Source: an optimization exercise on an open RTL-to-GDS flow (aim: small area, a short achievable clock period and few clock cycles per item). Production flows keep margins and buffers that such runs may drop. At most, simulation tests tie the RTL to the original design; equivalence was not proved. No functional check of the RTL was part of runs 2 to 5. Power is estimated from default activity; no workload was simulated.

==> design.v <==
package slam_pkg;
  localparam int RSA_DW = 32;
  localparam int ROW_LEN = 10;
  localparam int PLB_AW = 32;
  localparam int PLB_RD_LATENCY = 1;
  typedef logic signed [RSA_DW-1:0] slam_word_t;
  typedef enum logic [2:0] {
    STAGE_IDLE = 3'd0,
    STAGE_PRD  = 3'd1,
    STAGE_NEW  = 3'd2,
    STAGE_UPD  = 3'd3
  } stage_code_t;
  localparam logic [PLB_AW-1:0] POSE_BASE  = 32'd0;
  localparam logic [PLB_AW-1:0] LM_BASE    = 32'd3;
  localparam logic [PLB_AW-1:0] INNOV_BASE = 32'd1020;
  function automatic [PLB_AW-1:0] lm_addr(input [ROW_LEN-1:0] l_k);
    lm_addr = LM_BASE + {{(PLB_AW-ROW_LEN-1){1'b0}}, l_k, 1'b0};
  endfunction
  typedef struct packed {
    stage_code_t            stage;
    logic [ROW_LEN-1:0]     l_k;
    slam_word_t             rk;
    slam_word_t             phi;
  } stage_cmd_t;
  typedef struct packed {
    slam_word_t x;
    slam_word_t y;
    slam_word_t theta;
    slam_word_t lx;
    slam_word_t ly;
  } nl_operand_t;
  typedef struct packed {
    slam_word_t result_0;
    slam_word_t result_1;
    slam_word_t result_2;
    slam_word_t result_3;
    slam_word_t result_4;
    slam_word_t result_5;
  } nl_raw_t;
  typedef struct packed {
    slam_word_t rsv_0;
    slam_word_t d_theta;
    slam_word_t d_x;
    slam_word_t d_y;
    slam_word_t rsv_4;
    slam_word_t rsv_5;
  } nl_prd_view_t;
  typedef struct packed {
    slam_word_t rsv_0;
    slam_word_t rsv_1;
    slam_word_t off_y;
    slam_word_t off_x;
    slam_word_t rsv_4;
    slam_word_t rsv_5;
  } nl_new_view_t;
  typedef struct packed {
    slam_word_t pred_range;
    slam_word_t pred_bearing;
    slam_word_t rsv_2;
    slam_word_t rsv_3;
    slam_word_t rsv_4;
    slam_word_t rsv_5;
  } nl_upd_view_t;
  typedef union packed {
    nl_raw_t      raw;
    nl_prd_view_t prd;
    nl_new_view_t newlm;
    nl_upd_view_t upd;
  } nl_result_u;
  typedef struct packed {
    slam_word_t [2:0]     words;
    logic [PLB_AW-1:0]    base;
    logic [1:0]           cnt;
  } est_bundle_t;
endpackage
`timescale 1ns/1ps
module ekf_slam_core (
  input  logic          clk,
  input  logic          sys_rst,
  input  logic          i_stage_valid,
  input  logic [76:0]   i_stage_cmd,
  input  logic [31:0]   i_plb_dout,
  input  logic          i_nl_done,
  input  logic [191:0]  i_nl_result,
  output logic          o_stage_ready,
  output logic          o_plb_en,
  output logic          o_plb_we,
  output logic [31:0]   o_plb_addr,
  output logic [31:0]   o_plb_din,
  output logic          o_nl_init,
  output logic [2:0]    o_nl_stage,
  output logic [159:0]  o_nl_operand
);
  localparam logic [2:0] RD_X  = 3'd0;
  localparam logic [2:0] RD_Y  = 3'd1;
  localparam logic [2:0] RD_T  = 3'd2;
  localparam logic [2:0] RD_LX = 3'd3;
  localparam logic [2:0] RD_LY = 3'd4;
  logic [2:0]  in_stage;
  logic [9:0]  in_lk;
  logic [31:0] in_rk, in_phi;
  assign in_stage = i_stage_cmd[76:74];
  assign in_lk    = i_stage_cmd[73:64];
  assign in_rk    = i_stage_cmd[63:32];
  assign in_phi   = i_stage_cmd[31:0];
  logic in_prd, in_new, in_upd, in_legal;
  assign in_prd   = (in_stage == 3'd1);
  assign in_new   = (in_stage == 3'd2);
  assign in_upd   = (in_stage == 3'd3);
  assign in_legal = in_prd | in_new | in_upd;
  logic [31:0] r0, r1, r2, r3;
  assign r0 = i_nl_result[191:160];
  assign r1 = i_nl_result[159:128];
  assign r2 = i_nl_result[127:96];
  assign r3 = i_nl_result[95:64];
  logic        nl_busy;
  logic        c_prd, c_upd;
  logic [9:0]  c_lk;
  logic [31:0] c_rk, c_phi;
  logic [31:0] px, py, pt;
  logic        pv;
  logic [1:0]  pp;
  logic [31:0] lx, ly;
  logic [9:0]  tag;
  logic        lxv, lyv;
  logic        rq_v;
  logic [2:0]  rq_w;
  logic [1:0]  pw;
  logic [1:0]  ww;
  logic        w_upd;
  logic [9:0]  w_lk;
  logic m_done, all_done, idle;
  assign m_done   = nl_busy & i_nl_done;
  assign all_done = ~nl_busy & (pw == 2'd0) & (ww == 2'd0);
  assign idle     = all_done & ~i_stage_valid;
  logic wr_ww, wr_pw;
  assign wr_ww = (ww != 2'd0);
  assign wr_pw = ~wr_ww & (pw != 2'd0);
  logic w_ovl, l_haz, snoop;
  assign w_ovl = w_upd ? (tag[9:1] == 9'd254) : (w_lk == tag);
  assign l_haz = wr_ww & w_ovl;
  assign snoop = wr_ww & w_ovl;
  logic lk_match, ly_now, l_ok;
  assign lk_match = (in_lk == tag);
  assign ly_now   = rq_v & (rq_w == RD_LY);
  assign l_ok     = lk_match & lxv & (lyv | ly_now) & ~l_haz;
  logic [2:0] pend;
  logic go_prd, go_new, go_upd, go;
  assign pend   = {1'b0, pw} + {1'b0, ww};
  assign go_prd = ~nl_busy ? (pend <= 3'd2) : (i_nl_done & ~c_prd & (pend <= 3'd1));
  assign go_new = ~nl_busy;
  assign go_upd = ~nl_busy & (ww <= 2'd1) & l_ok;
  assign go     = pv & ((in_prd & go_prd) | (in_new & go_new) | (in_upd & go_upd));
  logic accept;
  assign accept = i_stage_valid & go;
  assign o_stage_ready = i_stage_valid ? (go | ~in_legal) : all_done;
  assign o_nl_init     = accept;
  assign o_nl_stage    = in_stage;
  assign o_nl_operand  = {px, py, pt, lx, (ly_now ? i_plb_dout : ly)};
  logic want_l, tag_sw, rd_pose, rd_lx, rd_ly, rd;
  assign want_l  = i_stage_valid & in_upd;
  assign tag_sw  = want_l & ~lk_match;
  assign rd_pose = i_stage_valid & ~pv & (pp != 2'd3) & ~wr_ww & ~wr_pw;
  assign rd_lx   = want_l & ~rd_pose & ~wr_ww & ~wr_pw & ~snoop &
                   (tag_sw | (~lxv & ~(rq_v & (rq_w == RD_LX))));
  assign rd_ly   = want_l & ~tag_sw & ~rd_pose & ~wr_ww & ~wr_pw & ~snoop &
                   lxv & ~lyv & ~ly_now;
  assign rd      = rd_pose | rd_lx | rd_ly;
  logic [10:0] lk_p1, lk_p2, in_p1;
  assign lk_p1 = {1'b0, w_lk} + 11'd1;
  assign lk_p2 = {1'b0, w_lk} + 11'd2;
  assign in_p1 = {1'b0, in_lk} + 11'd1;
  logic [10:0] tag_p2;
  assign tag_p2 = {1'b0, tag} + 11'd2;
  logic [11:0] wr_addr, rd_addr;
  always_comb begin
    if (wr_ww) begin
      if (ww == 2'd2) wr_addr = w_upd ? 12'd1020 : {lk_p1, 1'b1};
      else            wr_addr = w_upd ? 12'd1021 : {lk_p2, 1'b0};
    end else begin
      wr_addr = {10'd0, ~pw};
    end
  end
  always_comb begin
    if (rd_pose)    rd_addr = {10'd0, pp};
    else if (rd_lx) rd_addr = {in_p1, 1'b1};
    else            rd_addr = {tag_p2, 1'b0};
  end
  always_comb begin
    if (wr_ww)          o_plb_din = (ww == 2'd2) ? c_rk : c_phi;
    else if (pw == 2'd3) o_plb_din = px;
    else if (pw == 2'd2) o_plb_din = py;
    else                 o_plb_din = pt;
  end
  assign o_plb_en   = wr_ww | wr_pw | rd;
  assign o_plb_we   = wr_ww | wr_pw;
  assign o_plb_addr = {20'd0, (wr_ww | wr_pw) ? wr_addr : rd_addr};
  always_ff @(posedge clk) begin
    if (sys_rst) begin
      nl_busy <= 1'b0;
      pw      <= 2'd0;
      ww      <= 2'd0;
      pv      <= 1'b0;
      pp      <= 2'd0;
      lxv     <= 1'b0;
      lyv     <= 1'b0;
      rq_v    <= 1'b0;
    end else begin
      if (accept)      nl_busy <= 1'b1;
      else if (m_done) nl_busy <= 1'b0;
      if (m_done & c_prd) pw <= 2'd3;
      else if (wr_pw)     pw <= pw - 2'd1;
      if (m_done & ~c_prd) ww <= 2'd2;
      else if (wr_ww)      ww <= ww - 2'd1;
      rq_v <= rd;
      if (rd_pose) pp <= pp + 2'd1;
      if (idle) begin
        pv   <= 1'b0;
        pp   <= 2'd0;
        lxv  <= 1'b0;
        lyv  <= 1'b0;
        rq_v <= 1'b0;
      end else begin
        if (rq_v && rq_w == RD_T) pv <= 1'b1;
        if (tag_sw || snoop) begin
          lxv <= 1'b0;
          lyv <= 1'b0;
        end else begin
          if (rq_v && rq_w == RD_LX) lxv <= 1'b1;
          if (ly_now) lyv <= 1'b1;
        end
      end
    end
  end
  always_ff @(posedge clk) begin
    if (rd_pose)    rq_w <= {1'b0, pp};
    else if (rd_lx) rq_w <= RD_LX;
    else            rq_w <= RD_LY;
    if (tag_sw) tag <= in_lk;
  end
  always_ff @(posedge clk) begin
    if (rq_v && rq_w == RD_X)  px <= i_plb_dout;
    if (rq_v && rq_w == RD_Y)  py <= i_plb_dout;
    if (rq_v && rq_w == RD_T)  pt <= i_plb_dout;
    if (rq_v && rq_w == RD_LX) lx <= i_plb_dout;
    if (ly_now)                ly <= i_plb_dout;
    if (m_done && c_prd) begin
      px <= px + r2;
      py <= py + r3;
      pt <= pt + r1;
    end
    if (accept) begin
      c_prd <= in_prd;
      c_upd <= in_upd;
      c_lk  <= in_lk;
    end
    if (accept && in_upd) begin
      c_rk  <= in_rk;
      c_phi <= in_phi;
    end else if (m_done && !c_prd) begin
      c_rk  <= c_upd ? c_rk - r0 : px + r3;
      c_phi <= c_upd ? c_phi - r1 : py + r2;
    end
    if (m_done && !c_prd) begin
      w_upd <= c_upd;
      w_lk  <= c_lk;
    end
  end
endmodule
==> run.sh <==
#!/bin/bash
# synth_recipe.tcl (not shown) runs the flow's synth.tcl, then flattens the netlist and writes it again
# the make line also repeats each setting of config.mk as NAME=value (left out here)
make -C /OpenROAD-flow-scripts/flow DESIGN_CONFIG=/design/flow/config.mk WORK_HOME=/design/flow/orfs CLKGATE_MAP_FILE= SYNTH_SCRIPT=/design/flow/synth_recipe.tcl finish
==> config.mk <==
export PLATFORM = sky130hd
export DESIGN_NAME = ekf_slam_core
export DESIGN_NICKNAME = ekf_slam_core
export VERILOG_FILES = /design/flow/design.v
export SDC_FILE = /design/flow/constraint.sdc
export NUM_CORES = 4
export LEC_CHECK = 0
export CAP_MARGIN = 20
export CORE_MARGIN = 2
export CORE_UTILIZATION = 40
export SLEW_MARGIN = 20
==> constraint.sdc <==
create_clock -name core_clock -period 5.0 [get_ports {clk}]
set_input_delay 1.0000 -clock core_clock [delete_from_list [all_inputs] [get_ports {clk}]]
set_output_delay 1.0000 -clock core_clock [all_outputs]
set_load 0.01 [all_outputs]
==> results of run 1 <==
## flip-flops by register name, summed over array words and instances (netlist names)
signal	cells
ly	32
c_upd	1
rq_v	1
lxv	1
c_rk	32
pv	1
w_lk	10
py	32
tag	10
ww	2
c_prd	1
w_upd	1
pt	32
px	32
pp	2
lyv	1
pw	2
c_lk	10
lx	32
nl_busy	1
c_phi	32
rq_w	3
## critical path, delay by kind of cell
family                 cells  cell delay (ns)
AO/OA/AOI/OAI              2             0.28
XOR/XNOR                   1             0.28
AND/OR/NAND/NOR            5             1.20
buffers and inverters      2             1.01
## where the power goes
| part | total, mW | internal (mW) | leakage [nW] | switching [mW] |
|---|---|---|---|---|
| Combinational | 3.04 | 1.44 | 9.27 | 1.60 |
| Sequential | 2.72 | 2.63 | 2.41 | 0.0860 |
| Clock | 2.80 | 1.64 | 0.607 | 1.15 |
| Total | 8.55 | 5.72 | 12.3 | 2.84 |
## kinds of logic (layout without fill, tap and decap cells)
kind of cell	Yosys count	after routing	share of synthesized area, %
compound gates	927	927	23.9
simple gates	761	761	14.9
mux	77	77	3.41
buf+inv	253	722	4.37
fa+ha+maj	235	235	12.6
flops	271	271	32.3
other cells	1	26	0.0158
xor+xnor	231	231	8.50
## Yosys cell counts (9+ instances only)
| library cell | number | area (um^2) |
|---|---|---|
| sky130_fd_sc_hd__a211o_1 | 9 | 78.8 |
| sky130_fd_sc_hd__a211oi_1 | 29 | 218 |
| sky130_fd_sc_hd__a21o_1 | 92 | 691 |
| sky130_fd_sc_hd__a21oi_1 | 300 | 1500 |
| sky130_fd_sc_hd__a31oi_1 | 30 | 188 |
| sky130_fd_sc_hd__and2_1 | 10 | 62.6 |
| sky130_fd_sc_hd__and3_1 | 31 | 194 |
| sky130_fd_sc_hd__buf_1 | 9 | 33.8 |
| sky130_fd_sc_hd__buf_4 | 23 | 173 |
| sky130_fd_sc_hd__clkbuf_1 | 84 | 315 |
| sky130_fd_sc_hd__dfxtp_1 | 46 | 921 |
| sky130_fd_sc_hd__edfxtp_1 | 225 | 6760 |
| sky130_fd_sc_hd__ha_1 | 227 | 2840 |
| sky130_fd_sc_hd__inv_1 | 133 | 499 |
| sky130_fd_sc_hd__mux2_2 | 33 | 372 |
| sky130_fd_sc_hd__mux2i_1 | 44 | 440 |
| sky130_fd_sc_hd__nand2_1 | 234 | 878 |
| sky130_fd_sc_hd__nand2b_1 | 37 | 231 |
| sky130_fd_sc_hd__nand3_1 | 48 | 240 |
| sky130_fd_sc_hd__nand4_1 | 32 | 200 |
| sky130_fd_sc_hd__nor2_1 | 233 | 875 |
| sky130_fd_sc_hd__nor2b_1 | 32 | 200 |
| sky130_fd_sc_hd__nor3_1 | 38 | 190 |
| sky130_fd_sc_hd__nor4_1 | 9 | 56.3 |
| sky130_fd_sc_hd__o211ai_1 | 24 | 180 |
| sky130_fd_sc_hd__o21a_1 | 29 | 218 |
| sky130_fd_sc_hd__o21ai_0 | 265 | 1330 |
| sky130_fd_sc_hd__o21bai_1 | 23 | 173 |
| sky130_fd_sc_hd__o22ai_1 | 13 | 81.3 |
| sky130_fd_sc_hd__o31ai_1 | 15 | 113 |
| sky130_fd_sc_hd__or3_1 | 15 | 93.8 |
| sky130_fd_sc_hd__xnor2_1 | 137 | 1200 |
| sky130_fd_sc_hd__xor2_1 | 94 | 823 |
## final cells by class
class,instances,area [um^2]
flip-flops and latches,271,7680
well taps,773,967
clock buffers,46,1030
clock inverters,22,231
inverters,133,499
multi-input cells,2251,15300
fillers,5523,28200
repair buffers,521,5060
diodes,6,15.0
## metrics by stage
stage / instance area (um^2) / hold WS [ns] / setup slack, ns / cells
floorplan: 23900 / 0.400 / 1.02 / 2775
global placement: 29500 / 0.402 / 0.111 / 3949
detailed placement: 29500 / 0.405 / 0.134 / 3949
CTS: 30700 / 0.418 / 0.114 / 4017
global route: 30800 / 0.434 / 0.0341 / 4023
finish: 30800 / 0.417 / 0.232 / 4023
## how the worst max path moves through the flow
stage / from / to / slack [ns] / depth (start not counted)
floorplan: rq_v$_SDFF_PP0_ / o_plb_addr[4] / 1.02 / 10
finish: i_stage_cmd[68] / o_plb_addr[11] / 0.23 / 10
global route: i_stage_cmd[67] / o_plb_addr[11] / 0.03 / 10
detailed placement: i_stage_cmd[67] / o_plb_addr[2] / 0.13 / 11
global placement: i_stage_cmd[69] / o_plb_addr[1] / 0.11 / 10
CTS: i_stage_cmd[67] / o_plb_addr[1] / 0.11 / 11
## metal layers
| metal | GRT usage [%] | routed length (um) | share of wire [%] | up-vias |
|---|---|---|---|---|
| li1 | - | - | - | 11000 |
| met1 | 45.9 | 45100 | 46 | 11200 |
| met2 | 45.9 | 41800 | 43 | 1039 |
| met3 | 4.97 | 8440 | 8.6 | 118 |
| met4 | 8.47 | 2490 | 2.5 | 0 |
| met5 | 0 | 0 | 0 | - |
## repair_timing
item | CTS | global route
buffers inserted | 0 | 0
endpoints found under the setup margin | 0 | 4
resized for setup | 0 | 2
==> run summary, run 1 <==
The endpoint of the lowest-slack register-to-register path is c_rk[16]$_DFFE_PP_. The sum of negative setup slack came out at 0 ns. The area growth from synthesis to layout is 29.2%. By instance count, the cell type seen most on the critical path is sky130_fd_sc_hd__clkdlybuf4s50_1. The max-slew headroom at the worst pin is 29.8%.

For this run, the number of Yosys warnings is 1. The number of buffers on the longest clock path is 3. Power spread over the standard cell area amounts to 278 mW/mm^2. Clock latency on the worst-skew pair, taken at its later pin, is 0.57 ns. The worst hold path passes through 0 cells. On the worst path, the slowest cell contributes a delay of 0.57 ns.

The initial core utilization is 40.4%. The clock tree from TritonCTS is yes. Detailed placement finished with a half-perimeter wire length of 78.5 mm. Leaving out fill and tap cells, the most frequent cells in the layout are sky130_fd_sc_hd__clkdlybuf4s50_1 (451), sky130_fd_sc_hd__a21oi_1 (300), sky130_fd_sc_hd__o21ai_0 (261). The total of max-cap violations came out at 0. The number of DRC violations after detailed routing is 0.

The final period utilization is 95.4%. The worst endpoint data arrival time came out at 3.77 ns. The number of antenna violations at the first check in global routing came to 6.

The total count of hold-check failures in the final report came to 0. The TritonCTS sink count came out at 271. TritonCTS created 37 clock buffers. At the end of the flow the core is filled with cells to 52.2%. By startpoint and endpoint, the worst setup path is classified as input port to output port. The largest driver fanout on the critical path came out at 12. The floorplan step defined a die boundary enclosing 0.0615 mm^2. The count of buffers from port buffering is 451.

The pre-antenna-repair detailed-routing pass consisted of 8 iterations. The aggregate global routing overflow came out at 0. The count of nets after finishing is 3755. The most common library cell in the layout ignoring fill and taps is sky130_fd_sc_hd__clkdlybuf4s50_1. The first-pass GRT wire length is 142 mm.

The worst-case IR drop observed on VDD is 0.000296 V. The kind of end point of the critical path is an output port. The slack of the worst reg-to-reg path is 1.08 ns. The level count of the clock H-tree is 2. In the final routed layout, each cell accounts on average for 24.3 um. The via count of the first global-routing pass came out at 22100.

The end point of the worst hold path is w_lk[6]$_DFFE_PP_. The total global routing track utilization is 30.9%. Walking the worst path, the cells encountered are clkdlybuf4s50_1 -> xnor2_1 -> nand4_1 -> nor4_2 -> nor2b_1 -> nor3_4 -> nor4_1 -> a41oi_1 -> o21ai_0 -> clkdlybuf4s50_1. The mean instance size in the synthesized netlist is 8.64 um^2. The number of nets still failing antenna checks after routing is 0. Of the cells placed in the final design, the portion with a size suffix greater than 1 is 6.26%. The startpoint identified for the worst register-to-register timing path is tag[3]$_DFFE_PP_.

The tightest min-delay check is of the flip-flop to flip-flop type. The total setup violations reported at the end of the flow came out at 0. The proportion of synthesized flip-flops having asynchronous set or reset came out at 0%. In this run the core area contains 89 standard-cell rows. The routed via count divided by cell count came out at 5.81. The instance count of the mapped netlist came out at 2756. The height of the chip is 248 um.

At the worst endpoint, the required time is 4.00 ns. Counting flops and latches in the post-synthesis netlist gives 271. Clock-pin slew was measured on the worst setup and hold paths at 0.06 ns. The number of buffers added to fix hold violations after cts is 0. The post-route minimum period is 4.77 ns.

The worst reg-to-reg path cell count came out at 10. Among all stages on the critical path, the largest delay is contributed by sky130_fd_sc_hd__clkdlybuf4s50_1. The worst setup path is launched from an input port. The sequential area share after synthesis is 32.3%.

The count of boundary I/O pins came out at 536. The root buffer selected by CTS is sky130_fd_sc_hd__clkbuf_16. The number of enable flip-flop cells after synthesis came out at 225. The slew of the pin with the lowest slew margin is 1.05 ns. The number of distinct library cells after synthesis came out at 77. Setup repair after global routing left no endpoint under its margin. The final count of pins violating max slew came to 0. The highest clock rate is 210 MHz. In this run the most critical hold path is launched from c_lk[6]$_DFFE_PP_. The leakage component of the power is 12.3 nW. The pin count of the biggest net entering global routing came out at 85. Summed over all layers, the routed wires come to 97.9 mm. The worst-case clock skew is 0.0212 ns. The initial detailed-routing violation count came out at 2092. In this run the horizontal extent of the chip is 248 um.

The core area is 0.0589 mm^2. The cell area that synthesis handed to floorplanning was 0.0238 mm^2. Among all flip-flop cells after synthesis, the most frequent one is sky130_fd_sc_hd__edfxtp_1.

After layout, the design draws a total of 8.55 mW. The run finished with no timing, DRC or antenna violations. The placer congestion estimate is 0.972. The routed layout has 23400 vias.
Testbench counts, summed over its fixed seeds: cycles 11,719, commands 1,920.
==> run 2: changes to the inputs <==
--- a/design.v
+++ b/design.v
@@ -238,6 +238,13 @@
     else            rq_w <= RD_LY;
     if (tag_sw) tag <= in_lk;
   end
+  logic [31:0] add0_a, add0_b, add1_a, add1_b, sum0, sum1;
+  assign add0_a = c_upd ? c_rk  : px;
+  assign add1_a = c_upd ? c_phi : py;
+  assign add0_b = c_upd ? ~r0 : (c_prd ? r2 : r3);
+  assign add1_b = c_upd ? ~r1 : (c_prd ? r3 : r2);
+  assign sum0   = add0_a + add0_b + {31'd0, c_upd};
+  assign sum1   = add1_a + add1_b + {31'd0, c_upd};
   always_ff @(posedge clk) begin
     if (rq_v && rq_w == RD_X)  px <= i_plb_dout;
     if (rq_v && rq_w == RD_Y)  py <= i_plb_dout;
@@ -245,8 +252,8 @@
     if (rq_v && rq_w == RD_LX) lx <= i_plb_dout;
     if (ly_now)                ly <= i_plb_dout;
     if (m_done && c_prd) begin
-      px <= px + r2;
-      py <= py + r3;
+      px <= sum0;
+      py <= sum1;
       pt <= pt + r1;
     end
     if (accept) begin
@@ -258,8 +265,8 @@
       c_rk  <= in_rk;
       c_phi <= in_phi;
     end else if (m_done && !c_prd) begin
-      c_rk  <= c_upd ? c_rk - r0 : px + r3;
-      c_phi <= c_upd ? c_phi - r1 : py + r2;
+      c_rk  <= sum0;
+      c_phi <= sum1;
     end
     if (m_done && !c_prd) begin
       w_upd <= c_upd;
==> run summary, run 2 <==
The synthesis warning total is 1 (unchanged). The worst setup path is launched from an input port. Summed over all instances, the cell type with the most area after synthesis is sky130_fd_sc_hd__edfxtp_1. The top-area cell type share of the netlist area came out at 35.3% (+6.9 points).

The chip width is 223 um (-10%). The global-route track usage on met3 came to 6.11% (+1.1 points). The area overhead of the layout relative to synthesis is 35.1%.

The top cell types in the final layout, fill and taps aside, are sky130_fd_sc_hd__clkdlybuf4s50_1 (444), sky130_fd_sc_hd__edfxtp_1 (225), sky130_fd_sc_hd__a21oi_1 (213). The final count of pins violating max slew came out at 0 (unchanged). The initial detailed-routing violation count was 1290 (-38%). The instance count of the mapped netlist is 2056 (-25%). The multi-input combinational cell area came to 0.0109 mm^2 (-29%). The count of buffers from port buffering came out at 451 (unchanged). The most instantiated flip-flop cell in the synthesis netlist is sky130_fd_sc_hd__edfxtp_1. The HPWL reported at the end of detailed placement is 56.5 mm (-28%).

The proportion of synthesized flip-flops having asynchronous set or reset came out at 0% (unchanged). The number of buffers added to fix hold violations after cts is 0 (unchanged). The pin count of the biggest net entering global routing came out at 79 (-7.1%).

The worst reg-to-reg path cell count came out at 17 (+7). The flow ran to the end and the layout has no timing, DRC or antenna violations. The sequential standard cell area is 0.00768 mm^2 (unchanged). The post-CTS setup repair buffer count was 0 (unchanged).

The number of buffers on the longest clock path came out at 3 (unchanged). The post-synthesis register bit count came out at 271 (unchanged). The count of boundary I/O pins is 536 (unchanged). The number of nets still failing antenna checks after routing came to 0 (unchanged).

The placer congestion estimate was 0.933 (-4.1%). The design area came out at 0.0259 mm^2 (-16%). The mean instance size in the synthesized netlist is 9.32 um^2 (+7.9%). The met2 track utilization from global routing came to 48.8% (+2.9 points). STA classifies the critical path endpoint as an output port. The number of enable flip-flop cells after synthesis is 225 (unchanged). The initial core utilization was 40.3% (-0.12 points). The number of buffers created by CTS came to 34 (-8.1%). The sum of negative setup slack was 0 ns (unchanged). The number of filler cells placed in the layout came out at 4355 (-21%). The first-pass GRT wire length is 111 mm (-22%).

The depth of the worst hold-timing path came out at 0 (unchanged). The slack of the worst reg-to-reg path was 0.52 ns (-0.56 ns). The leakage component of the power came out at 9.70 nW (-21%). The worst endpoint data arrival time is 3.86 ns (+0.09 ns). The post-route minimum period is 4.86 ns (+0.0931 ns). The worst hold path terminates at w_lk[6]$_DFFE_PP_. The detail-routed net length per standard cell is 23.4 um (-3.8%). The final period utilization is 97.2% (+1.9 points). The floorplan row count is 80 (-10%). The maximum VDD drop is 0.000222 V (-25%). The number of distinct library cells after synthesis came to 85 (+10%).

The slew of the pin with the lowest slew margin came out at 0.985 ns (-0.0639 ns). The final routed wirelength across all metal layers is 74.2 mm (-24%). The total setup violations reported at the end of the flow came out at 0 (unchanged). The startpoint of the worst hold path is c_lk[6]$_DFFE_PP_. The total global routing track utilization was 29.3% (-1.5 points). The routed via count divided by cell count is 5.70 (-1.9%). The largest driver fanout on the critical path is 3 (-9). The core area came out at 0.0475 mm^2 (-19%).

The total count of hold-check failures in the final report came out at 0 (unchanged). The height of the chip came out at 223 um (-10%). The number of DRC violations after detailed routing is 0 (unchanged).

The clock-pin slew on the worst setup and hold paths came out at 0.06 ns (about the same). The met1 routing resource usage after global routing came to 38.8% (-7.1 points). Setup repair after global routing left no endpoint under its margin. The number of antenna violations at the first check in global routing came out at 2 (-4). The root buffer selected by CTS is sky130_fd_sc_hd__clkbuf_16. TritonCTS built the clock tree. The via count came out at 18100 (-23%). The count of nets after finishing came out at 2941 (-22%). The aggregate global routing overflow was 0 (unchanged).

Among all cell types in the netlist, the one instantiated most often is sky130_fd_sc_hd__edfxtp_1. met2 is the most crowded layer. The area of the die is 0.0497 mm^2 (-19%). The clock insertion delay at the later pin of the skew report was 0.56 ns (about the same).

The max-slew headroom at the worst pin came out at 34.1% (+4.3 points). The worst setup slack after placement came out at -0.117 ns (-0.250 ns). By count the netlist is led by sky130_fd_sc_hd__edfxtp_1 (225), sky130_fd_sc_hd__a21oi_1 (214), sky130_fd_sc_hd__o21ai_0 (212), sky130_fd_sc_hd__nand2_1 (202), sky130_fd_sc_hd__nor2_1 (155).

The post-route worst setup slack came out at 0.139 ns (-0.0931 ns). The worst hold slack is 0.418 ns (+0.00108 ns). The level count of the clock H-tree came out at 2 (unchanged). The number of iterations in the first detailed-routing pass is 5 (-3).

The fraction of final layout cells sized beyond drive strength 1 is 10.9% (+4.6 points). The TritonCTS sink count was 271 (unchanged). The highest clock rate was 206 MHz (-1.9%).

The combined area of all synthesized cells came to 0.0192 mm^2 (-20%). The worst path required time is 4.00 ns (about the same). The library cell used most frequently in the layout, excluding fill and tap cells, is sky130_fd_sc_hd__clkdlybuf4s50_1. The tightest min-delay check is of the flip-flop to flip-flop type. The sequential area share after synthesis is 40.1% (+7.8 points).

The total of max-cap violations is 0 (unchanged). The total placed instance area is 0.0248 mm^2 (-16%). Ranked by total cell area, the synthesized netlist is headed by sky130_fd_sc_hd__edfxtp_1 (35%), sky130_fd_sc_hd__ha_1 (6.6%), sky130_fd_sc_hd__a21oi_1 (5.6%). The critical setup path kind is input port to output port. The startpoint identified for the worst register-to-register timing path is c_prd$_DFFE_PP_. The worst-case clock skew came out at 0.0175 ns (-0.00369 ns). The via count of the first global-routing pass was 17900 (-19%). The power density over the cells came out at 283 mW/mm^2 (+1.7%).

In this run the critical register-to-register path is captured at c_rk[30]$_DFFE_PP_.
-- run 2: cell families (layout without fill, tap and decap cells) --
kind of cell	Yosys count	in the layout	share of synthesized area, %
AO/OA/AOI/OAI	684	684	21.5
AND/OR/NAND/NOR	556	556	13.4
flip-flops	271	271	40.1
buffers and inverters	170	649	4.00
multiplexers	141	141	8.01
XOR/XNOR	126	126	5.76
adder cells (fa/ha/maj)	107	107	7.22
other	1	22	0.0196
-- run 2: per-layer routing --
layer / vias to the layer above / wire (um) / part of all wire, %
met5: - / 33 / 0.044
met4: 4 / 1750 / 2.4
met3: 112 / 5580 / 7.5
met2: 712 / 34900 / 47
met1: 8734 / 32000 / 43
li1: 8513 / - / -
-- run 2: how the worst max path moves through the flow --
stage | startpoint | to | cells past startpoint
after global placement | i_nl_result[64] | py[30]$_DFFE_PP_ | 18
final | i_stage_cmd[70] | o_nl_init | 9
after detailed placement | i_nl_result[96] | px[28]$_DFFE_PP_ | 18
after global routing | i_stage_cmd[70] | o_plb_addr[6] | 11
after floorplan | i_stage_cmd[70] | c_phi[0]$_DFFE_PP_ | 6
after CTS | i_stage_cmd[65] | o_plb_addr[10] | 11
-- run 2: final cells by class --
cell class	count	area share [%]
diodes	2	0.0193
inverters	39	0.566
flip-flops and latches	271	29.7
multi-input cells	1634	42.0
repair buffers	549	20.8
well taps	615	2.97
clock buffers	46	3.70
clock inverters	15	0.305
-- run 2: through the flow --
stage	std cells	utilization [%]	power, mW
detailed placement	3108	52.2	5.00
CTS	3169	54.4	7.36
floorplan	2075	-	3.84
global route	3169	54.4	7.63
finish	3171	54.4	7.32
global placement	3108	52.2	4.96
-- run 2: where the power goes --
| part | internal [mW] | total [mW] | switching (mW) |
|---|---|---|---|
| Combinational | 1.17 | 2.27 | 1.10 |
| Clock | 1.34 | 2.35 | 1.01 |
| Sequential | 2.63 | 2.70 | 0.0713 |
| Total | 5.14 | 7.32 | 2.18 |
-- run 2: what timing repair did --
action	4_1_cts	5_1_grt
gates resized for setup	3	10
hold endpoints to repair	0	0
pin swaps	1	2
endpoints found under the setup margin	1	8
-- run 2: worst max-delay path, stage by stage --
cell                              delay [ns]
sky130_fd_sc_hd__clkdlybuf4s50_1        0.47
sky130_fd_sc_hd__xor2_1                 0.17
sky130_fd_sc_hd__nor4_2                 0.43
sky130_fd_sc_hd__buf_4                  0.19
sky130_fd_sc_hd__nand4_1                0.14
sky130_fd_sc_hd__a2111oi_2              0.44
sky130_fd_sc_hd__o21ai_2                0.13
sky130_fd_sc_hd__nor2_1                 0.28
sky130_fd_sc_hd__clkdlybuf4s50_1        0.61
==> run 3: changes to the inputs <==
--- a/config.mk
+++ b/config.mk
@@ -8,4 +8,5 @@
 export CAP_MARGIN = 20
 export CORE_MARGIN = 2
 export CORE_UTILIZATION = 40
+export SETUP_SLACK_MARGIN = 1.5
 export SLEW_MARGIN = 20
==> run summary, run 3 <==
The run finished with no timing, DRC or antenna violations. By count the netlist is led by sky130_fd_sc_hd__edfxtp_1 (225), sky130_fd_sc_hd__a21oi_1 (214), sky130_fd_sc_hd__o21ai_0 (212), sky130_fd_sc_hd__nand2_1 (202), sky130_fd_sc_hd__nor2_1 (155). The aggregate global routing overflow came out at 0 (unchanged). The worst endpoint data arrival time is 2.99 ns (-0.87 ns). The HPWL reported at the end of detailed placement came to 57.4 mm (+1.5%).

The adder-cell share of the synthesized area was 7.22% (unchanged). The number of distinct library cells after synthesis came out at 85 (unchanged). The number of iterations in the first detailed-routing pass came out at 6 (+1).

The sequential area share after synthesis is 40.1% (unchanged). The kind of end point of the critical path is an output port. The worst hold path belongs to the class flip-flop to flip-flop. The max-slew headroom at the worst pin came out at 26.0% (-8.1 points). The final period utilization is 79.9% (-17 points). The total setup violations reported at the end of the flow is 0 (unchanged). The number of buffers added to fix hold violations after cts is 0 (unchanged). The first-pass GRT wire length came out at 119 mm (+7.0%). The slew of the pin with the lowest slew margin was 1.11 ns (+0.121 ns).

The placer congestion estimate was 0.946 (+1.4%). The xor-xnor portion of the synthesized cell area came out at 5.76% (unchanged). The number of nets still failing antenna checks after routing came to 0 (unchanged).

The via count is 19200 (+6.1%). The total count of hold-check failures in the final report is 0 (unchanged). The part of the total power dissipated in the clock network is 34.6% (+2.4 points).

The top-area cell type share of the netlist area came out at 35.3% (unchanged). The simple-gate share of the synthesized area is 13.4% (unchanged). The combinational share of power was 31.7% (+0.8 points).

The core area came out at 0.0475 mm^2 (unchanged). The most common library cell in the layout ignoring fill and taps is sky130_fd_sc_hd__clkdlybuf4s50_1. The count of boundary I/O pins is 536 (unchanged).

The floorplan row count is 80 (unchanged). Yosys instantiated no cell more often than sky130_fd_sc_hd__edfxtp_1. The worst-case clock skew was 0.0257 ns (+0.00817 ns). The count of buffers from port buffering is 451 (unchanged). The pin count of the biggest net entering global routing came out at 65 (-18%). The switching share of total power came to 30.1% (+0.32 points). The total global routing track utilization is 32.0% (+2.6 points).

The critical setup path kind is input port to output port. The number of antenna violations at the first check in global routing came to 10 (+8). The routed via count divided by cell count came out at 5.78 (+1.4%). The number of enable flip-flop cells after synthesis is 225 (unchanged). The combined area of all synthesized cells is 0.0192 mm^2 (unchanged). The level count of the clock H-tree is 2 (unchanged). The area overhead of the layout relative to synthesis is 53.3%. The clock insertion delay at the later pin of the skew report is 0.56 ns (about the same). The fraction of final layout cells sized beyond drive strength 1 came out at 27.1% (+16 points). TritonCTS built the clock tree.

The synthesis warning total came out at 1 (unchanged). The maximum VDD drop came out at 0.000207 V (-6.8%). The final routed wirelength across all metal layers is 83.7 mm (+13%). The total of max-cap violations is 0 (unchanged). The highest clock rate is 250 MHz (+22%). The chip width came to 223 um (unchanged).

The largest total area in the synthesized netlist belongs to sky130_fd_sc_hd__edfxtp_1. Ranked by total cell area, the synthesized netlist is headed by sky130_fd_sc_hd__edfxtp_1 (35%), sky130_fd_sc_hd__ha_1 (6.6%), sky130_fd_sc_hd__a21oi_1 (5.6%). The post-synthesis register bit count came to 271 (unchanged). The initial core utilization came out at 40.3% (unchanged). The height of the chip came out at 223 um (unchanged).

Setup repair after global routing could not meet its margin everywhere. The proportion of synthesized flip-flops having asynchronous set or reset is 0% (unchanged). The worst path required time is 4.00 ns (about the same). The sequential share of power is 33.7% (-3.2 points). The detail-routed net length per standard cell was 25.2 um (+7.8%). In the layout the commonest cells are sky130_fd_sc_hd__clkdlybuf4s50_1 (356), sky130_fd_sc_hd__edfxtp_1 (225), sky130_fd_sc_hd__nand2_1 (194). The TritonCTS sink count is 271 (unchanged). The final core utilization came out at 61.8% (+7.3 points). The share of cell area taken by muxes after synthesis is 8.01% (unchanged).

In the synthesized netlist the dominant register cell turns out to be sky130_fd_sc_hd__edfxtp_1. The count of nets after finishing is 3080 (+4.7%). The internal power contribution is 5.62 mW (+9.3%). The power density over the cells is 274 mW/mm^2 (-3.2%). The via count of the first global-routing pass is 18800 (+4.8%). The post-route minimum period is 3.99 ns (-0.866 ns). The number of buffers created by CTS came out at 36 (+5.9%). After synthesis, the largest family of logic cells by area is compound AO/OA/AOI/OAI gates. The clock-pin slew on the worst setup and hold paths is 0.06 ns (about the same). The initial detailed-routing violation count is 1691 (+31%). The root buffer cell chosen for the clock tree is sky130_fd_sc_hd__clkbuf_16. The sum of negative setup slack is 0 ns (unchanged).

The share of the synthesized area in compound gates (AO/OA/AOI/OAI) came to 21.5% (unchanged). The number of buffers on the longest clock path came out at 3 (unchanged). The largest driver fanout on the critical path came out at 4 (+1).

The worst setup slack after placement came out at 0.125 ns (+0.241 ns). The leakage component of the power was 11.1 nW (+14%). The area of the die was 0.0497 mm^2 (unchanged). The instance count of the mapped netlist came out at 2056 (unchanged). The switching component of the power is 2.42 mW (+11%). The type of element launching the critical path is an input port. The mean instance size in the synthesized netlist came out at 9.32 um^2 (unchanged).

The final count of pins violating max slew is 0 (unchanged). The number of DRC violations after detailed routing is 0 (unchanged). The post-route worst setup slack is 1.01 ns (+0.866 ns). The number of filler cells placed in the layout is 3991 (-8.4%).
run 3: final timing paths:
| path | startpoint | end | slack, ns | cells after the start |
|---|---|---|---|---|
| worst min register to register | c_lk[5]$_DFFE_PP_ | w_lk[5]$_DFFE_PP_ | 0.42 | 0 |
| worst max register to register | c_prd$_DFFE_PP_ | py[31]$_DFFE_PP_ | 1.02 | 15 |
| worst max-delay path | i_stage_cmd[65] | o_plb_addr[11] | 1.01 | 12 |
| worst min-delay path | c_lk[5]$_DFFE_PP_ | w_lk[5]$_DFFE_PP_ | 0.42 | 0 |
run 3: critical path: stages:
cell and delay (ns):
sky130_fd_sc_hd__buf_6 0.10, sky130_fd_sc_hd__xor2_1 0.16, sky130_fd_sc_hd__nor4_2 0.34, sky130_fd_sc_hd__buf_4 0.19, sky130_fd_sc_hd__buf_6 0.09, sky130_fd_sc_hd__a31oi_4 0.09
sky130_fd_sc_hd__nor2_2 0.14, sky130_fd_sc_hd__nor3_2 0.06, sky130_fd_sc_hd__or4_1 0.39, sky130_fd_sc_hd__o31a_1 0.13, sky130_fd_sc_hd__o21ai_1 0.14, sky130_fd_sc_hd__buf_2 0.15
run 3: kinds of logic (layout without fill, tap and decap cells):
group                      Yosys count  in the layout
adders and majority gates          107            107
other                                1             29
muxes                              141            141
DFF                                271            271
AOI/OAI and AO/OA                  684            684
buffers and inverters              170            789
xor gates and xnor gates           126            126
and+or+nand+nor                    556            556
run 3: layout make-up:
cell class                 count  area [um^2]  area share, %
tap                          615          769           2.62
antenna                        9         22.5         0.0767
inverter                      39          149          0.507
clock buffer                  47         1060           3.63
clock inverter                17          188          0.639
sequential                   271         7700           26.2
multi-input combinational   1634        12800           43.5
timing repair buffer         686         6710           22.9
run 3: power by group through the flow:
stage / Combinational, mW / Clock [mW] / Sequential, mW
2_1_floorplan: 1.12 / 0 / 2.73
3_3_place_gp: 2.24 / 0 / 2.74
3_5_place_dp: 2.26 / 0 / 2.75
4_1_cts: 2.42 / 2.81 / 2.71
5_1_grt: 2.71 / 2.89 / 2.72
6_report: 2.55 / 2.78 / 2.71
run 3: layer usage:
metal | vias to the layer above | global-route usage [%] | wire, um
met1 | 9327 | 41.2 | 33700
met2 | 908 | 52.5 | 39900
li1 | 8796 | - | -
met3 | 153 | 7.00 | 7100
met4 | 2 | 12.2 | 3030
met5 | - | 0 | 12
run 3: metrics by stage:
| stage | area, um^2 | hold slack (ns) | std cells | power, mW |
|---|---|---|---|---|
| finish | 29400 | 0.419 | 3318 | 8.04 |
| global route | 29400 | 0.429 | 3315 | 8.32 |
| CTS | 28200 | 0.419 | 3261 | 7.93 |
| detailed placement | 24800 | 0.407 | 3090 | 5.01 |
| global placement | 24800 | 0.401 | 3089 | 4.98 |
| floorplan | 19400 | 0.400 | 2075 | 3.85 |
run 3: what timing repair did:
action                     CTS  global route
pin swaps                  152           101
setup endpoints to repair  189           184
gates resized for setup    430           253
gates cloned                 7             4
buffers inserted           100            44
==> run 4: changes to the inputs <==
--- a/config.mk
+++ b/config.mk
@@ -8,5 +8,5 @@
 export CAP_MARGIN = 20
 export CORE_MARGIN = 2
 export CORE_UTILIZATION = 40
-export SETUP_SLACK_MARGIN = 1.5
+export SETUP_SLACK_MARGIN = 2.5
 export SLEW_MARGIN = 20
==> run summary, run 4 <==
The pin count of the biggest net entering global routing came to 65 (unchanged). The sequential area share after synthesis was 40.1% (unchanged). The worst setup path is captured at a flip-flop. Ranked by instance count, the synthesized netlist is headed by sky130_fd_sc_hd__edfxtp_1 (225), sky130_fd_sc_hd__a21oi_1 (214), sky130_fd_sc_hd__o21ai_0 (212), sky130_fd_sc_hd__nand2_1 (202), sky130_fd_sc_hd__nor2_1 (155). The first-pass GRT wire length is 125 mm (+5.1%). The depth of the worst hold-timing path came out at 0 (unchanged). The clock insertion delay at the later pin of the skew report came out at 0.56 ns (about the same). The level count of the clock H-tree came to 2 (unchanged).

The most common cell in the synthesized netlist is sky130_fd_sc_hd__edfxtp_1. The highest clock rate came out at 244 MHz (-2.7%). The total count of hold-check failures in the final report came out at 0 (unchanged). The most instantiated flip-flop cell in the synthesis netlist is sky130_fd_sc_hd__edfxtp_1.

Setup repair after global routing could not meet its margin everywhere. The power density over the cells came to 265 mW/mm^2 (-3.1%). The number of instances in the placed design is 3083 (-0.23%). The instance count of the mapped netlist is 2056 (unchanged). The post-route worst setup slack is 0.893 ns (-0.112 ns). The clock-pin slew on the worst setup and hold paths was 0.06 ns (about the same). The aggregate global routing overflow is 0 (unchanged). The worst reg-to-reg path cell count is 16 (+1).

The library cells used most frequently in the layout, excluding fill and tap cells, are sky130_fd_sc_hd__edfxtp_1 (225), sky130_fd_sc_hd__buf_4 (220), sky130_fd_sc_hd__clkdlybuf4s50_1 (208). The number of buffers on the longest clock path came out at 3 (unchanged). The number of buffers added to fix hold violations after cts came to 0 (unchanged). The post-synthesis register bit count came out at 271 (unchanged). The number of filler cells placed in the layout came out at 3594 (-9.9%).

The total global routing track utilization is 33.7% (+1.7 points). The area of the die came to 0.0497 mm^2 (unchanged). The TritonCTS sink count came out at 271 (unchanged). The placer congestion estimate came to 0.916 (-3.1%). The max-slew headroom at the worst pin came out at 32.6% (+6.6 points). The initial detailed-routing violation count came to 1904 (+13%). The top-area cell type share of the netlist area is 35.3% (unchanged). The floorplan row count came to 80 (unchanged). The cell type with the largest total area after synthesis is sky130_fd_sc_hd__edfxtp_1. By area the synthesized netlist is led by sky130_fd_sc_hd__edfxtp_1 (35%), sky130_fd_sc_hd__ha_1 (6.6%), sky130_fd_sc_hd__a21oi_1 (5.6%). The proportion of synthesized flip-flops having asynchronous set or reset came to 0% (unchanged). The root buffer cell chosen for the clock tree is sky130_fd_sc_hd__clkbuf_16. The number of non-filler instances in the completed layout came to 3473 (+4.7%).

The largest driver fanout on the critical path is 41 (+37). The slew of the pin with the lowest slew margin came out at 1.01 ns (-0.0953 ns). The count of buffers from port buffering is 451 (unchanged).

The path class of the lowest-slack min-delay path is flip-flop to flip-flop. STA classifies the critical path startpoint as a flip-flop. The final routed wirelength across all metal layers is 92.2 mm (+10%).

The count of boundary I/O pins came out at 536 (unchanged). The core area is 0.0475 mm^2 (unchanged). The worst-case clock skew is 0.0203 ns (-0.00538 ns). The detail-routed net length per standard cell is 26.5 um (+5.1%). The combined area of all synthesized cells is 0.0192 mm^2 (unchanged).

The total setup violations reported at the end of the flow came out at 0 (unchanged). The count of nets after finishing is 3241 (+5.2%). The final count of pins violating max slew came to 0 (unchanged). The library cell used most frequently in the layout, excluding fill and tap cells, is sky130_fd_sc_hd__edfxtp_1.

The final period utilization came out at 82.1% (+2.2 points). The fraction of final layout cells sized beyond drive strength 1 came out at 38.0% (+11 points). The total placed instance area was 0.0251 mm^2 (+1.2%). The number of nets still failing antenna checks after routing was 0 (unchanged). The design area came to 0.0323 mm^2 (+10%).

The maximum VDD drop came out at 0.000214 V (+3.3%). The worst endpoint data arrival time was 4.37 ns (+1.38 ns). The via count of the first global-routing pass was 19500 (+3.7%). The number of buffers created by CTS is 35 (-2.8%). The number of antenna violations at the first check in global routing is 5 (-5). The number of enable flip-flop cells after synthesis came out at 225 (unchanged). The number of distinct library cells after synthesis came out at 85 (unchanged). The post-route minimum period is 4.11 ns (+0.112 ns). The synthesis warning total is 1 (unchanged). The run finished with no timing, DRC or antenna violations.

The initial core utilization was 40.3% (unchanged). The via count is 20800 (+8.2%). The number of iterations in the first detailed-routing pass is 6 (unchanged).

The number of DRC violations after detailed routing is 0 (unchanged). TritonCTS built the clock tree. The height of the chip was 223 um (unchanged).

The worst path required time came out at 5.26 ns (+1.26 ns). The total of max-cap violations is 0 (unchanged). The routed via count divided by cell count came out at 5.98 (+3.3%). The worst setup path is of the flip-flop to flip-flop kind.

The HPWL reported at the end of detailed placement came out at 55.3 mm (-3.7%). The leakage component of the power is 12.6 nW (+14%). The area overhead of the layout relative to synthesis came out at 68.5%. The sum of negative setup slack came to 0 ns (unchanged). The chip width is 223 um (unchanged). The mean instance size in the synthesized netlist came out at 9.32 um^2 (unchanged). The overall power after layout is 8.56 mW (+6.5%). The worst setup slack after placement was -0.00162 ns (-0.126 ns).
==> run 4: path summary, 6_finish.rpt <==
| kind | to | slack, ns | startpoint |
|---|---|---|---|
| worst max-delay path | py[31]$_DFFE_PP_ | 0.89 | c_upd$_DFFE_PP_ |
| worst min-delay path | w_lk[6]$_DFFE_PP_ | 0.42 | c_lk[6]$_DFFE_PP_ |
| worst max register to register | py[31]$_DFFE_PP_ | 0.89 | c_upd$_DFFE_PP_ |
| worst min register to register | w_lk[6]$_DFFE_PP_ | 0.42 | c_lk[6]$_DFFE_PP_ |
==> run 4: layer usage <==
| metal | part of all wire [%] | vias to the layer above | global-route usage (%) |
|---|---|---|---|
| li1 | - | 9117 | - |
| met1 | 39 | 10100 | 43.1 |
| met2 | 47 | 1265 | 55.8 |
| met3 | 9.8 | 258 | 7.33 |
| met4 | 4.6 | 6 | 12.7 |
| met5 | 0.039 | - | 0 |
==> run 4: kinds of logic (layout without fill, tap and decap cells) <==
family / count (synthesis) / after routing / share of synthesized area (%)
other: 1 / 23 / 0.0196
and+or+nand+nor: 556 / 557 / 13.4
DFF: 271 / 271 / 40.1
adders and majority gates: 107 / 107 / 7.22
AOI/OAI and AO/OA: 684 / 684 / 21.5
buffers and inverters: 170 / 949 / 4.00
muxes: 141 / 141 / 8.01
xor gates and xnor gates: 126 / 126 / 5.76
==> run 4: area by class of cell <==
cell class	instances	area (um^2)	area share [%]
multi-input combinational	1635	13800	42.8
clock inverter	12	134	0.415
timing repair buffer	847	8670	26.9
tap	615	769	2.38
inverter	39	149	0.461
antenna	3	7.51	0.0233
sequential	271	7690	23.8
clock buffer	51	1060	3.28
==> run 4: repair_timing <==
action,4_1_cts,5_1_grt
gates resized for setup,978,337
endpoints found under the setup margin,433,336
hold endpoints to repair,0,0
setup buffers,184,103
pin swaps,164,154
gates cloned,26,11
==> run 4: metrics by stage <==
stage               util (%)  hold slack [ns]
floorplan                  -            0.400
global placement        52.8            0.404
detailed placement      52.8            0.406
CTS                     63.0            0.420
global route            67.9            0.423
finish                  67.9            0.417
==> run 4: worst max-delay path, stage by stage, from the launching register on <==
cell                       delay, ns
sky130_fd_sc_hd__edfxtp_1       0.39
sky130_fd_sc_hd__buf_12         0.18
sky130_fd_sc_hd__buf_12         0.27
sky130_fd_sc_hd__mux2_2         0.38
sky130_fd_sc_hd__ha_1           0.33
sky130_fd_sc_hd__a21oi_2        0.26
sky130_fd_sc_hd__a21o_1         0.24
sky130_fd_sc_hd__nor2_2         0.07
sky130_fd_sc_hd__a21oi_4        0.19
sky130_fd_sc_hd__buf_6          0.14
sky130_fd_sc_hd__o41ai_2        0.08
sky130_fd_sc_hd__buf_4          0.17
sky130_fd_sc_hd__or4_4          0.53
sky130_fd_sc_hd__a31oi_4        0.20
sky130_fd_sc_hd__buf_6          0.13
sky130_fd_sc_hd__xnor2_2        0.11
sky130_fd_sc_hd__a21oi_1        0.08
==> run 4: power breakdown <==
group	switching, mW	leakage [nW]	internal [mW]
clock network	1.07	0.596	1.62
logic	1.50	9.63	1.66
registers	0.0764	2.41	2.63
==> run 5: changes to the inputs <==
--- a/config.mk
+++ b/config.mk
@@ -5,8 +5,9 @@
 export SDC_FILE = /design/flow/constraint.sdc
 export NUM_CORES = 4
 export LEC_CHECK = 0
+export ABC_CLOCK_PERIOD_IN_PS = 3000
 export CAP_MARGIN = 20
 export CORE_MARGIN = 2
 export CORE_UTILIZATION = 40
-export SETUP_SLACK_MARGIN = 2.5
+export SETUP_SLACK_MARGIN = 1.5
 export SLEW_MARGIN = 20
==> run summary, run 5 <==
The leakage component of the power is 11.1 nW (-12%). The number of buffers on the longest clock path came out at 3 (unchanged). The core area came out at 0.0475 mm^2 (unchanged).

The TritonCTS sink count was 271 (unchanged). The max-slew headroom at the worst pin came out at 26.0% (-6.6 points). The aggregate global routing overflow is 0 (unchanged). The via count came out at 19200 (-7.6%). Sorting the synthesized cells by area gives the leading types as sky130_fd_sc_hd__edfxtp_1 (35%), sky130_fd_sc_hd__ha_1 (6.6%), sky130_fd_sc_hd__a21oi_1 (5.6%).

The number of distinct library cells after synthesis is 85 (unchanged). The chip width is 223 um (unchanged). The synthesis warning total is 1 (unchanged). TritonCTS built the clock tree.

The count of buffers from port buffering is 451 (unchanged). The largest total area in the synthesized netlist belongs to sky130_fd_sc_hd__edfxtp_1. STA classifies the critical path endpoint as an output port. The total global routing track utilization is 32.0% (-1.7 points). The flow ran to the end and the layout has no timing, DRC or antenna violations.

For this run, the leading register cell type out of synthesis is sky130_fd_sc_hd__edfxtp_1. The HPWL reported at the end of detailed placement came to 57.4 mm (+3.9%). The detail-routed net length per standard cell is 25.2 um (-4.9%). The fraction of final layout cells sized beyond drive strength 1 is 27.1% (-11 points). The placer congestion estimate is 0.946 (+3.2%). The largest driver fanout on the critical path came to 4 (-90%). The number of enable flip-flop cells after synthesis was 225 (unchanged). The maximum VDD drop is 0.000207 V (-3.2%). The initial detailed-routing violation count came to 1691 (-11%).

The first-pass GRT wire length came out at 119 mm (-4.8%). The sequential area share after synthesis came out at 40.1% (unchanged). The total of max-cap violations is 0 (unchanged).

The depth of the critical timing path with buffers and inverters included came to 12 (-4). The final routed wirelength across all metal layers came out at 83.7 mm (-9.1%). The area of the die was 0.0497 mm^2 (unchanged). The clock insertion delay at the later pin of the skew report came out at 0.56 ns (about the same). The slowest stage of the critical path belongs to the cell sky130_fd_sc_hd__or4_1. The count of boundary I/O pins came out at 536 (unchanged). The number of filler cells placed in the layout is 3991 (+11%). The pin count of the biggest net entering global routing is 65 (unchanged). The commonest cells after synthesis are sky130_fd_sc_hd__edfxtp_1 (225), sky130_fd_sc_hd__a21oi_1 (214), sky130_fd_sc_hd__o21ai_0 (212), sky130_fd_sc_hd__nand2_1 (202), sky130_fd_sc_hd__nor2_1 (155).

Relative to the synthesized area, the layout overhead comes to 53.3%. The top-area cell type share of the netlist area was 35.3% (unchanged). The mean instance size in the synthesized netlist came out at 9.32 um^2 (unchanged). The power density over the cells was 274 mW/mm^2 (+3.2%).

The worst endpoint data arrival time was 2.99 ns (-1.38 ns). Setup repair after global routing could not meet its margin everywhere. The library cells used most frequently in the layout, excluding fill and tap cells, are sky130_fd_sc_hd__clkdlybuf4s50_1 (356), sky130_fd_sc_hd__edfxtp_1 (225), sky130_fd_sc_hd__nand2_1 (194).

The post-route minimum period came to 3.99 ns (-0.112 ns). The post-synthesis register bit count is 271 (unchanged). The level count of the clock H-tree came to 2 (unchanged).

The combined area of all synthesized cells came out at 0.0192 mm^2 (unchanged). The worst reg-to-reg path cell count came to 15 (-1). The final period utilization is 79.9% (-2.2 points). The category of cells accounting for the largest share of critical-path delay is simple AND/OR/NAND/NOR gates. The instance count of the mapped netlist is 2056 (unchanged).

The highest clock rate is 250 MHz (+2.8%). The design area came out at 0.0294 mm^2 (-9.1%). The overall power after layout came to 8.04 mW (-6.1%). The initial core utilization is 40.3% (unchanged). The clock-pin slew on the worst setup and hold paths came to 0.06 ns (about the same). The proportion of synthesized flip-flops having asynchronous set or reset is 0% (unchanged). The count of nets after finishing came out at 3080 (-5.0%). The dominant cell by count in the synthesized netlist is sky130_fd_sc_hd__edfxtp_1.

The via count of the first global-routing pass came to 18800 (-3.5%). The worst hold path belongs to the class flip-flop to flip-flop. The critical path is of the input port to output port type. The floorplan row count is 80 (unchanged). The critical path goes through buf_6 -> xor2_1 -> nor4_2 -> buf_4 -> buf_6 -> a31oi_4 -> nor2_2 -> nor3_2 -> or4_1 -> o31a_1 -> o21ai_1 -> buf_2. The final count of pins violating max slew came out at 0 (unchanged). The number of buffers created by CTS is 36 (+2.9%).

The slew of the pin with the lowest slew margin came to 1.11 ns (+0.0953 ns). The depth of the worst hold-timing path came out at 0 (unchanged). The most common library cell in the layout ignoring fill and taps is sky130_fd_sc_hd__clkdlybuf4s50_1. The sum of negative setup slack came to 0 ns (unchanged).

By instance count, the cell type seen most on the critical path is sky130_fd_sc_hd__buf_6. The total count of hold-check failures in the final report is 0 (unchanged). The number of iterations in the first detailed-routing pass was 6 (unchanged). The final core utilization came out at 61.8% (-6.2 points).

The routed via count divided by cell count came to 5.78 (-3.2%). The total setup violations reported at the end of the flow is 0 (unchanged). The count of buffer and inverter cells on the critical path is 4 (-1). The number of antenna violations at the first check in global routing came out at 10 (+5). The number of nets still failing antenna checks after routing is 0 (unchanged). The total placed instance area is 0.0248 mm^2 (-1.2%). The worst path required time is 4.00 ns (-1.26 ns). The root buffer selected by CTS is sky130_fd_sc_hd__clkbuf_16. The type of element launching the critical path is an input port. The number of DRC violations after detailed routing is 0 (unchanged).

The worst-case clock skew is 0.0257 ns (+0.00538 ns). The largest stage delay on the critical path is 0.39 ns (-0.14 ns). The height of the chip came to 223 um (unchanged).
run 5: cell count changes in the layout (fill, tap and decap cells not counted), sizes merged, moves of 2 or more:
cell,previous run,this run
buf,479,252
clkbuf,66,69
diode,3,9
dlygate4sd2,117,34
dlymetal6s2s,14,8
clkinv,9,11
clkdlybuf4s50,208,356
run 5: repair_timing:
action | in CTS | in global routing
pin swaps | 152 | 101
buffers inserted | 100 | 44
gates cloned | 7 | 4
hold buffers | 0 | 0
setup endpoints to repair | 189 | 184
gates resized for setup | 430 | 253
run 5: where the power goes:
group	switching [mW]	internal [mW]	leakage [nW]
logic	1.27	1.28	8.06
registers	0.0770	2.63	2.41
clock network	1.07	1.70	0.622
total	2.42	5.62	11.1
run 5: logic make-up (layout without fill, tap and decap cells):
| family | count (synthesis) | count (layout) | share of synthesized area [%] |
|---|---|---|---|
| multiplexers | 141 | 141 | 8.01 |
| adder cells (fa/ha/maj) | 107 | 107 | 7.22 |
| AO/OA/AOI/OAI | 684 | 684 | 21.5 |
| other | 1 | 29 | 0.0196 |
| XOR/XNOR | 126 | 126 | 5.76 |
| buffers and inverters | 170 | 789 | 4.00 |
| AND/OR/NAND/NOR | 556 | 556 | 13.4 |
| flip-flops | 271 | 271 | 40.1 |
run 5: cell type report:
class | instances | area, um^2 | area share (%)
timing repair buffer | 686 | 6710 | 22.9
multi-input combinational | 1634 | 12800 | 43.5
antenna | 9 | 22.5 | 0.0767
clock buffer | 47 | 1060 | 3.63
sequential | 271 | 7700 | 26.2
tap | 615 | 769 | 2.62
clock inverter | 17 | 188 | 0.639
inverter | 39 | 149 | 0.507
run 5: path summary, 6_finish.rpt:
check                          from           endpoint  slack, ns
hold reg to reg   c_lk[5]$_DFFE_PP_  w_lk[5]$_DFFE_PP_       0.42
setup / recovery    i_stage_cmd[65]     o_plb_addr[11]       1.01
setup reg to reg    c_prd$_DFFE_PP_   py[31]$_DFFE_PP_       1.02
hold / removal    c_lk[5]$_DFFE_PP_  w_lk[5]$_DFFE_PP_       0.42
run 5: routing by layer:
metal	wire, um	track usage (%)
met5	12	0
met4	3030	12.2
met2	39900	52.5
met3	7100	7.00
met1	33700	41.2
run 5: stage by stage:
step	setup slack [ns]	std cells	hold slack, ns
after floorplan	1.14	2075	0.400
after global placement	0.124	3089	0.401
after detailed placement	0.125	3090	0.407
after CTS	0.989	3261	0.419
after global routing	0.900	3315	0.429
final	1.01	3318	0.419

port drivers added, routing unchanged:
The results above use ideal ports. As a check the final layouts listed here were re-extracted and re-timed, cells and wires unchanged.
Step 1 sets driving cells, clkbuf_16 on the clock port and buf_2 on the other inputs (assumed; they add their load-dependent delay and slew).
Step 2 also shifts input and output timing later by t, the mid clock arrival at the registers, as if the neighbouring blocks saw the same clock.
Three values: no drivers, after step 1, after step 2; two values: the first two.
| run | t, ns | setup WS [ns] | latest minus earliest clock arrival (ns) | slew at the worst register clock pin (ns) | worst data-port slew with drivers (ns) |
|---|---|---|---|---|---|
| run 1 | 0.617 | 0.232 / 0.209 / 0.170 | 0.025 / 0.025 | 0.07 / 0.07 | 0.10 |
| run 2 | 0.604 | 0.139 / 0.108 / -0.247 | 0.018 / 0.018 | 0.07 / 0.07 | 0.12 |
| run 3 | 0.605 | 1.005 / 0.972 / 0.439 | 0.025 / 0.025 | 0.06 / 0.06 | 0.14 |
| run 4 | 0.611 | 0.893 / 0.893 / 0.321 | 0.021 / 0.020 | 0.07 / 0.07 | 0.13 |
| run 5 | 0.605 | 1.005 / 0.972 / 0.439 | 0.025 / 0.025 | 0.06 / 0.06 | 0.14 |
With both steps, setup timing fails in run 2, where it was met with ideal ports. For run 4, which loses most, drivers alone change the setup slack by 0.000 ns; drivers and shift together by -0.572 ns.
